From an optimization exercise on the open Yosys and OpenROAD flow, aimed at small area and a short achievable clock period; shortcuts taken in it are not production practice. RTL that was checked went through simulation tests only; none was proved equivalent to the original. Power and IR drop assume default switching activity.

main:
==> flow/design.v <==
`default_nettype none
package xbar_pkg;
	localparam int PORT_COUNT = 4;
	localparam int PORT_WIDTH = 2;
	localparam int CTRL_WIDTH = 8;
	localparam int DATA_WIDTH = 32;
	localparam int DEST_LSB = 0;
	localparam int QUEUE_DEPTH = 8;
	localparam int PTR_WIDTH = $clog2(QUEUE_DEPTH);
	localparam int COUNT_WIDTH = PTR_WIDTH + 1;
	localparam logic [COUNT_WIDTH-1:0] QUEUE_FULL_COUNT = COUNT_WIDTH'(QUEUE_DEPTH);
	localparam int WORD_WIDTH = CTRL_WIDTH + DATA_WIDTH;
	localparam int CTRL_LSB = DATA_WIDTH;
	localparam int BEAT_WIDTH = WORD_WIDTH + 1;
	localparam int VALID_BIT = WORD_WIDTH;
	localparam int GRANT_WIDTH = PORT_WIDTH + 1;
	localparam int GRANT_VALID_BIT = PORT_WIDTH;
endpackage
`default_nettype wire
`default_nettype none
module ingress_queue (
	input  wire logic                            clk,
	input  wire logic                            rst,
	input  wire logic                            write,
	input  wire logic [xbar_pkg::WORD_WIDTH-1:0] word_in,
	input  wire logic                            pop,
	output logic [xbar_pkg::WORD_WIDTH-1:0]      head,
	output logic [xbar_pkg::PORT_COUNT-1:0]      req
);
	localparam int D  = xbar_pkg::QUEUE_DEPTH;
	localparam int W  = xbar_pkg::WORD_WIDTH;
	localparam int P  = xbar_pkg::PORT_COUNT;
	localparam int DL = xbar_pkg::CTRL_LSB + xbar_pkg::DEST_LSB;
	logic [D-1:0][W-1:0] mem;
	logic [D-1:0] rd_oh;
	logic [D-1:0] wr_oh;
	logic [D-1:0] occ;
	logic [D-1:0] wr_sel;
	logic full;
	logic empty;
	logic more;
	logic do_write;
	assign full  = occ[D-1];
	assign empty = ~occ[0];
	assign more  = occ[1];
	assign do_write = write & ~full;
	always_ff @(posedge clk) begin
		for (int k = 0; k < D; k++) begin
			if (wr_sel[k]) begin
				mem[k] <= word_in;
			end
		end
	end
	always_comb begin
		head = '0;
		for (int k = 0; k < D; k++) begin
			head = head | ({W{rd_oh[k]}} & mem[k]);
		end
	end
	logic [xbar_pkg::PORT_WIDTH-1:0] next_dest;
	always_comb begin
		next_dest = '0;
		for (int k = 0; k < D; k++) begin
			next_dest = next_dest | ({xbar_pkg::PORT_WIDTH{rd_oh[(k + D - 1) % D]}} & mem[k][DL +: xbar_pkg::PORT_WIDTH]);
		end
	end
	logic [P-1:0] in_req;
	logic [P-1:0] next_req;
	always_comb begin
		in_req   = '0;
		next_req = '0;
		in_req[word_in[DL +: xbar_pkg::PORT_WIDTH]] = do_write;
		next_req[next_dest] = 1'b1;
	end
	logic [D-1:0] wr_next;
	logic [D-1:0] occ_keep;
	logic [D-1:0] occ_pop;
	assign wr_next  = do_write ? {wr_oh[D-2:0], wr_oh[D-1]} : wr_oh;
	assign occ_keep = do_write ? {occ[D-2:0], 1'b1} : occ;
	assign occ_pop  = do_write ? occ : {1'b0, occ[D-1:1]};
	always_ff @(posedge clk or negedge rst) begin
		if (!rst) begin
			wr_oh <= D'(1);
		end else begin
			wr_oh <= wr_next;
		end
	end
	always_ff @(posedge clk or negedge rst) begin
		if (!rst) begin
			occ <= '0;
		end else begin
			occ <= pop ? occ_pop : occ_keep;
		end
	end
	always_ff @(posedge clk or negedge rst) begin
		if (!rst) begin
			wr_sel <= D'(1);
		end else begin
			wr_sel <= (pop | ~occ_keep[D-1]) ? wr_next : '0;
		end
	end
	always_ff @(posedge clk or negedge rst) begin
		if (!rst) begin
			rd_oh <= D'(1);
		end else if (pop) begin
			rd_oh <= {rd_oh[D-2:0], rd_oh[D-1]};
		end
	end
	always_ff @(posedge clk or negedge rst) begin
		if (!rst) begin
			req <= '0;
		end else if (pop) begin
			req <= more ? next_req : in_req;
		end else if (empty) begin
			req <= in_req;
		end
	end
endmodule
`default_nettype wire
`default_nettype none
module port_allocator (
	input  wire logic [xbar_pkg::PORT_COUNT*xbar_pkg::PORT_COUNT-1:0] req,
	output logic [xbar_pkg::PORT_COUNT-1:0]                           pop,
	output logic [xbar_pkg::PORT_COUNT*xbar_pkg::PORT_COUNT-1:0]      grant,
	output logic [xbar_pkg::PORT_COUNT-1:0]                           grant_valid
);
	localparam int P = xbar_pkg::PORT_COUNT;
	always_comb begin
		pop = '0;
		for (int p = 0; p < P; p++) begin
			logic taken;
			taken = 1'b0;
			for (int i = 0; i < P; i++) begin
				grant[p*P + i] = req[i*P + p] & ~taken;
				taken = taken | req[i*P + p];
				pop[i] = pop[i] | grant[p*P + i];
			end
			grant_valid[p] = taken;
		end
	end
endmodule
`default_nettype wire
`default_nettype none
module output_switch (
	input  wire logic                                                 clk,
	input  wire logic                                                 rst,
	input  wire logic [xbar_pkg::PORT_COUNT*xbar_pkg::PORT_COUNT-1:0] grant,
	input  wire logic [xbar_pkg::PORT_COUNT-1:0]                      grant_valid,
	input  wire logic [xbar_pkg::PORT_COUNT*xbar_pkg::WORD_WIDTH-1:0] head,
	output logic [xbar_pkg::PORT_COUNT*xbar_pkg::BEAT_WIDTH-1:0]      egress
);
	localparam int P  = xbar_pkg::PORT_COUNT;
	localparam int W  = xbar_pkg::WORD_WIDTH;
	localparam int DL = xbar_pkg::CTRL_LSB + xbar_pkg::DEST_LSB;
	localparam int DH = DL + xbar_pkg::PORT_WIDTH;
	for (genvar p = 0; p < P; p++) begin : g_egress
		logic [W-1:0] selected;
		logic         valid_q;
		logic [W-1:0] word_q;
		always_comb begin
			selected = '0;
			for (int i = 0; i < P; i++) begin
				selected = selected | ({W{grant[p*P + i]}} & head[i*W +: W]);
			end
		end
		always_ff @(posedge clk or negedge rst) begin
			if (!rst) begin
				valid_q <= 1'b0;
			end else begin
				valid_q <= grant_valid[p];
			end
		end
		always_ff @(posedge clk) begin
			word_q <= selected;
		end
		logic [xbar_pkg::PORT_WIDTH-1:0] dest;
		always_ff @(posedge clk) begin
			for (int b = 0; b < xbar_pkg::PORT_WIDTH; b++) begin
				dest[b] <= (((p >> b) & 1) != 0) ? grant_valid[p] : ~grant_valid[p];
			end
		end
		assign egress[p*xbar_pkg::BEAT_WIDTH +: xbar_pkg::BEAT_WIDTH] = {valid_q, word_q[W-1:DH], dest, word_q[DL-1:0]};
	end
endmodule
`default_nettype wire
`default_nettype none
module xbar_top (
	input  wire logic                                                 clk,
	input  wire logic                                                 rst,
	input  wire logic [xbar_pkg::PORT_COUNT*xbar_pkg::BEAT_WIDTH-1:0] ingress,
	output wire logic [xbar_pkg::PORT_COUNT*xbar_pkg::BEAT_WIDTH-1:0] egress
);
	localparam int P = xbar_pkg::PORT_COUNT;
	wire logic [P*xbar_pkg::WORD_WIDTH-1:0] head;
	wire logic [P*P-1:0]                    req;
	wire logic [P-1:0]                      pop;
	wire logic [P*P-1:0]                    grant;
	wire logic [P-1:0]                      grant_valid;
	for (genvar i = 0; i < P; i++) begin : g_queue
		ingress_queue u_ingress_queue (
			.clk     (clk),
			.rst     (rst),
			.write   (ingress[i*xbar_pkg::BEAT_WIDTH + xbar_pkg::VALID_BIT]),
			.word_in (ingress[i*xbar_pkg::BEAT_WIDTH +: xbar_pkg::WORD_WIDTH]),
			.pop     (pop[i]),
			.head    (head[i*xbar_pkg::WORD_WIDTH +: xbar_pkg::WORD_WIDTH]),
			.req     (req[i*P +: P])
		);
	end
	port_allocator u_port_allocator (
		.req         (req),
		.pop         (pop),
		.grant       (grant),
		.grant_valid (grant_valid)
	);
	output_switch u_output_switch (
		.clk         (clk),
		.rst         (rst),
		.grant       (grant),
		.grant_valid (grant_valid),
		.head        (head),
		.egress      (egress)
	);
endmodule
`default_nettype wire
make LEC_CHECK=0 CAP_MARGIN=20 CORE_MARGIN=2 CORE_UTILIZATION=40 SETUP_SLACK_MARGIN=2.0 SLEW_MARGIN=20 TNS_END_PERCENT=5 finish   # period 4.2 ns
run.sh (not shown) runs the stock make flow with config.mk's settings and CLKGATE_MAP_FILE= SYNTH_SCRIPT=/design/flow/synth_recipe.tcl, a recipe that flattens the netlist after the stock synthesis.
For the feature branch, these inputs were changed with respect to main:
--- a/flow/design.v
+++ b/flow/design.v
@@ -34,14 +34,18 @@
 	logic [D-1:0][W-1:0] mem;
 	logic [D-1:0] rd_oh;
-	logic [D-1:0] wr_oh;
-	logic [D-1:0] occ;
 	logic [D-1:0] wr_sel;
+	logic [D-1:0] rd_next;
+	logic [D-1:0] wr_rot;
+	assign rd_next = {rd_oh[D-2:0], rd_oh[D-1]};
+	assign wr_rot  = {wr_sel[D-2:0], wr_sel[D-1]};
 	logic full;
 	logic empty;
 	logic more;
+	logic last_free;
 	logic do_write;
-	assign full  = occ[D-1];
-	assign empty = ~occ[0];
-	assign more  = occ[1];
+	assign full  = ~|wr_sel;
+	assign empty = ~|req;
+	assign more  = ~empty & ~|(wr_sel & rd_next);
+	assign last_free = |(wr_rot & rd_oh);
 	assign do_write = write & ~full;
 	always_ff @(posedge clk) begin
@@ -73,29 +77,11 @@
 		next_req[next_dest] = 1'b1;
 	end
-	logic [D-1:0] wr_next;
-	logic [D-1:0] occ_keep;
-	logic [D-1:0] occ_pop;
-	assign wr_next  = do_write ? {wr_oh[D-2:0], wr_oh[D-1]} : wr_oh;
-	assign occ_keep = do_write ? {occ[D-2:0], 1'b1} : occ;
-	assign occ_pop  = do_write ? occ : {1'b0, occ[D-1:1]};
-	always_ff @(posedge clk or negedge rst) begin
-		if (!rst) begin
-			wr_oh <= D'(1);
-		end else begin
-			wr_oh <= wr_next;
-		end
-	end
-	always_ff @(posedge clk or negedge rst) begin
-		if (!rst) begin
-			occ <= '0;
-		end else begin
-			occ <= pop ? occ_pop : occ_keep;
-		end
-	end
+	logic [D-1:0] wr_keep;
+	assign wr_keep = do_write ? wr_rot : (wr_sel | ({D{full}} & rd_oh));
 	always_ff @(posedge clk or negedge rst) begin
 		if (!rst) begin
 			wr_sel <= D'(1);
 		end else begin
-			wr_sel <= (pop | ~occ_keep[D-1]) ? wr_next : '0;
+			wr_sel <= (pop | ~(full | (do_write & last_free))) ? wr_keep : '0;
 		end
 	end
@@ -104,5 +90,5 @@
 			rd_oh <= D'(1);
 		end else if (pop) begin
-			rd_oh <= {rd_oh[D-2:0], rd_oh[D-1]};
+			rd_oh <= rd_next;
 		end
 	end
[summary]
On the feature branch: power share of the clock group is 2.2 points higher than what main gave.
Sort the feature branch and main by fraction of cell area in non-clock buffers, ascending, and main comes first.
Diff main -> the feature branch: fraction of area in multi-input gates ~0 delta; via count normalized by instance count up 3.4%; setup slack fell 0.088 ns; power consumption fell 6.5%.
Compared with main, in the feature branch post-synthesis compound-gate area fraction saw an increase, leakage power saw an increase, met1 wire length saw a decrease.
Summary: with main as the reference, wire length of the first global-routing pass in the feature branch moved down slightly.
No functional check of the RTL was part of main.

========
== red ==
xbar_top, a different RTL version from the one above (not shown whole).
Size in the first run: roughly 3400 cells after synthesis, roughly 1500 flip-flops, roughly 330 I/O pins, about 0.056 mm² of cells after synthesis.
==> module ingress_queue, before the edit <==
module ingress_queue (
	input  wire logic                            clk,
	input  wire logic                            rst,
	input  wire logic                            write,
	input  wire logic [xbar_pkg::WORD_WIDTH-1:0] word_in,
	input  wire logic                            pop,
	output logic [xbar_pkg::WORD_WIDTH-1:0]      head,
	output logic [xbar_pkg::PORT_COUNT-1:0]      req
);
	localparam int D  = xbar_pkg::QUEUE_DEPTH;
	localparam int W  = xbar_pkg::WORD_WIDTH;
	localparam int P  = xbar_pkg::PORT_COUNT;
	localparam int DL = xbar_pkg::CTRL_LSB + xbar_pkg::DEST_LSB;
	logic [D-1:0][W-1:0] mem;
	logic [D-1:0]                     rd_oh;
	logic [D-1:0]                     wr_oh;
	logic [xbar_pkg::COUNT_WIDTH-1:0] count;
	logic full;
	logic empty;
	logic more;
	logic do_write;
	assign full  = count[xbar_pkg::COUNT_WIDTH-1];
	assign empty = (count == '0);
	assign more  = |count[xbar_pkg::COUNT_WIDTH-1:1];
	assign do_write = write & ~full;
	always_ff @(posedge clk) begin
		for (int k = 0; k < D; k++) begin
			if (wr_oh[k] & ~full) begin
				mem[k] <= word_in;
			end
		end
	end
	always_comb begin
		head = '0;
		for (int k = 0; k < D; k++) begin
			head = head | ({W{rd_oh[k]}} & mem[k]);
		end
	end
	logic [xbar_pkg::PORT_WIDTH-1:0] next_dest;
	always_comb begin
		next_dest = '0;
		for (int k = 0; k < D; k++) begin
			next_dest = next_dest | ({xbar_pkg::PORT_WIDTH{rd_oh[(k + D - 1) % D]}} & mem[k][DL +: xbar_pkg::PORT_WIDTH]);
		end
	end
	logic [P-1:0] in_req;
	logic [P-1:0] next_req;
	always_comb begin
		in_req  = '0;
		next_req = '0;
		in_req[word_in[DL +: xbar_pkg::PORT_WIDTH]] = do_write;
		next_req[next_dest] = 1'b1;
	end
	always_ff @(posedge clk or negedge rst) begin
		if (!rst) begin
			wr_oh <= D'(1);
		end else if (do_write) begin
			wr_oh <= {wr_oh[D-2:0], wr_oh[D-1]};
		end
	end
	always_ff @(posedge clk or negedge rst) begin
		if (!rst) begin
			rd_oh <= D'(1);
		end else if (pop) begin
			rd_oh <= {rd_oh[D-2:0], rd_oh[D-1]};
		end
	end
	logic [xbar_pkg::COUNT_WIDTH-1:0] count_up;
	logic [xbar_pkg::COUNT_WIDTH-1:0] count_down;
	logic [xbar_pkg::COUNT_WIDTH-1:0] count_keep;
	logic [xbar_pkg::COUNT_WIDTH-1:0] count_pop;
	assign count_up   = count + 1'b1;
	assign count_down = count - 1'b1;
	assign count_keep = do_write ? count_up : count;
	assign count_pop  = do_write ? count : count_down;
	always_ff @(posedge clk or negedge rst) begin
		if (!rst) begin
			count <= '0;
		end else begin
			count <= pop ? count_pop : count_keep;
		end
	end
	always_ff @(posedge clk or negedge rst) begin
		if (!rst) begin
			req <= '0;
		end else if (pop) begin
			req <= more ? next_req : in_req;
		end else if (empty) begin
			req <= in_req;
		end
	end
endmodule
Settings: LEC_CHECK=0, ABC_CLOCK_PERIOD_IN_PS=2000, CAP_MARGIN=20, CORE_MARGIN=2, CORE_UTILIZATION=40, SETUP_SLACK_MARGIN=2.0, SLEW_MARGIN=20; clock period 4.2 ns.
red finished every step from synthesis to the final layout, and the layout passed the timing, design-rule and antenna checks.
> inputs changed (red -> blue)
--- a/flow/design.v
+++ b/flow/design.v
@@ -30,24 +30,25 @@
 	localparam int D  = xbar_pkg::QUEUE_DEPTH;
 	localparam int W  = xbar_pkg::WORD_WIDTH;
 	localparam int P  = xbar_pkg::PORT_COUNT;
 	localparam int DL = xbar_pkg::CTRL_LSB + xbar_pkg::DEST_LSB;
 	logic [D-1:0][W-1:0] mem;
-	logic [D-1:0]                     rd_oh;
-	logic [D-1:0]                     wr_oh;
-	logic [xbar_pkg::COUNT_WIDTH-1:0] count;
+	logic [D-1:0] rd_oh;
+	logic [D-1:0] wr_oh;
+	logic [D-1:0] occ;
+	logic [D-1:0] wr_sel;
 	logic full;
 	logic empty;
 	logic more;
 	logic do_write;
-	assign full  = count[xbar_pkg::COUNT_WIDTH-1];
-	assign empty = (count == '0);
-	assign more  = |count[xbar_pkg::COUNT_WIDTH-1:1];
+	assign full  = occ[D-1];
+	assign empty = ~occ[0];
+	assign more  = occ[1];
 	assign do_write = write & ~full;
 	always_ff @(posedge clk) begin
 		for (int k = 0; k < D; k++) begin
-			if (wr_oh[k] & ~full) begin
+			if (wr_sel[k]) begin
 				mem[k] <= word_in;
 			end
 		end
 	end
 	always_comb begin
@@ -64,42 +65,47 @@
 		end
 	end
 	logic [P-1:0] in_req;
 	logic [P-1:0] next_req;
 	always_comb begin
-		in_req  = '0;
+		in_req   = '0;
 		next_req = '0;
 		in_req[word_in[DL +: xbar_pkg::PORT_WIDTH]] = do_write;
 		next_req[next_dest] = 1'b1;
 	end
+	logic [D-1:0] wr_next;
+	logic [D-1:0] occ_keep;
+	logic [D-1:0] occ_pop;
+	assign wr_next  = do_write ? {wr_oh[D-2:0], wr_oh[D-1]} : wr_oh;
+	assign occ_keep = do_write ? {occ[D-2:0], 1'b1} : occ;
+	assign occ_pop  = do_write ? occ : {1'b0, occ[D-1:1]};
 	always_ff @(posedge clk or negedge rst) begin
 		if (!rst) begin
 			wr_oh <= D'(1);
-		end else if (do_write) begin
-			wr_oh <= {wr_oh[D-2:0], wr_oh[D-1]};
+		end else begin
+			wr_oh <= wr_next;
+		end
+	end
+	always_ff @(posedge clk or negedge rst) begin
+		if (!rst) begin
+			occ <= '0;
+		end else begin
+			occ <= pop ? occ_pop : occ_keep;
+		end
+	end
+	always_ff @(posedge clk or negedge rst) begin
+		if (!rst) begin
+			wr_sel <= D'(1);
+		end else begin
+			wr_sel <= (pop | ~occ_keep[D-1]) ? wr_next : '0;
 		end
 	end
 	always_ff @(posedge clk or negedge rst) begin
 		if (!rst) begin
 			rd_oh <= D'(1);
 		end else if (pop) begin
 			rd_oh <= {rd_oh[D-2:0], rd_oh[D-1]};
-		end
-	end
-	logic [xbar_pkg::COUNT_WIDTH-1:0] count_up;
-	logic [xbar_pkg::COUNT_WIDTH-1:0] count_down;
-	logic [xbar_pkg::COUNT_WIDTH-1:0] count_keep;
-	logic [xbar_pkg::COUNT_WIDTH-1:0] count_pop;
-	assign count_up   = count + 1'b1;
-	assign count_down = count - 1'b1;
-	assign count_keep = do_write ? count_up : count;
-	assign count_pop  = do_write ? count : count_down;
-	always_ff @(posedge clk or negedge rst) begin
-		if (!rst) begin
-			count <= '0;
-		end else begin
-			count <= pop ? count_pop : count_keep;
 		end
 	end
 	always_ff @(posedge clk or negedge rst) begin
 		if (!rst) begin
 			req <= '0;
Looking at red and blue, the share of the clock period used by the worst path is a wash. Diff red -> blue | hold slack | increase of 0.014 ns. Worst setup path endpoint: g_queue[2].u_ingress_queue.count[2]$_DFFE_PN0P_ -> red, egress[74] -> blue. Against red, synthesized area in blue rose by a few percent. blue vs. red: shortest clock period the worst path allows after layout went up, number of sinks handled by clock tree synthesis went up, final standard cell utilization of the core went down, combinational share of power went up.
No run of this note included a check of the RTL's function; only the layout flow was run.

[port drivers added, routing unchanged]
In the flow no input, the clock included, has a driving cell. The finished layouts below were timed again as built, in two steps.
Step 1 assumes that a clkbuf_16 drives the clock port and a buf_2 every other input.
Step 2 times the ports against the registers' clock, not the clock port: input delays grow and output delays shrink by t, the midpoint of the rising clock arrivals with the driver on.
Slacks: ideal ports / drivers / drivers and shift; pairs: ideal ports / drivers.
run | t (ns) | setup slack, ns | worst setup path at the end | clock arrival spread, ns | worst slew at a driven data input, ns
main | 0.875 | 1.883 / 1.828 / 1.229 | input to register | 0.049 / 0.050 | 0.19
the feature branch | 0.851 | 1.796 / 1.765 / 1.439 | input to register | 0.046 / 0.045 | 0.14
red | 0.859 | 1.796 / 1.796 / 1.273 | input to register | 0.028 / 0.027 | 0.19
blue | 0.863 | 1.790 / 1.709 / 1.342 | input to register | 0.027 / 0.027 | 0.19
After both steps setup and hold are still met in every run listed. The setup slack of main, which loses most, moves by -0.055 ns with the drivers and by -0.654 ns with both steps.
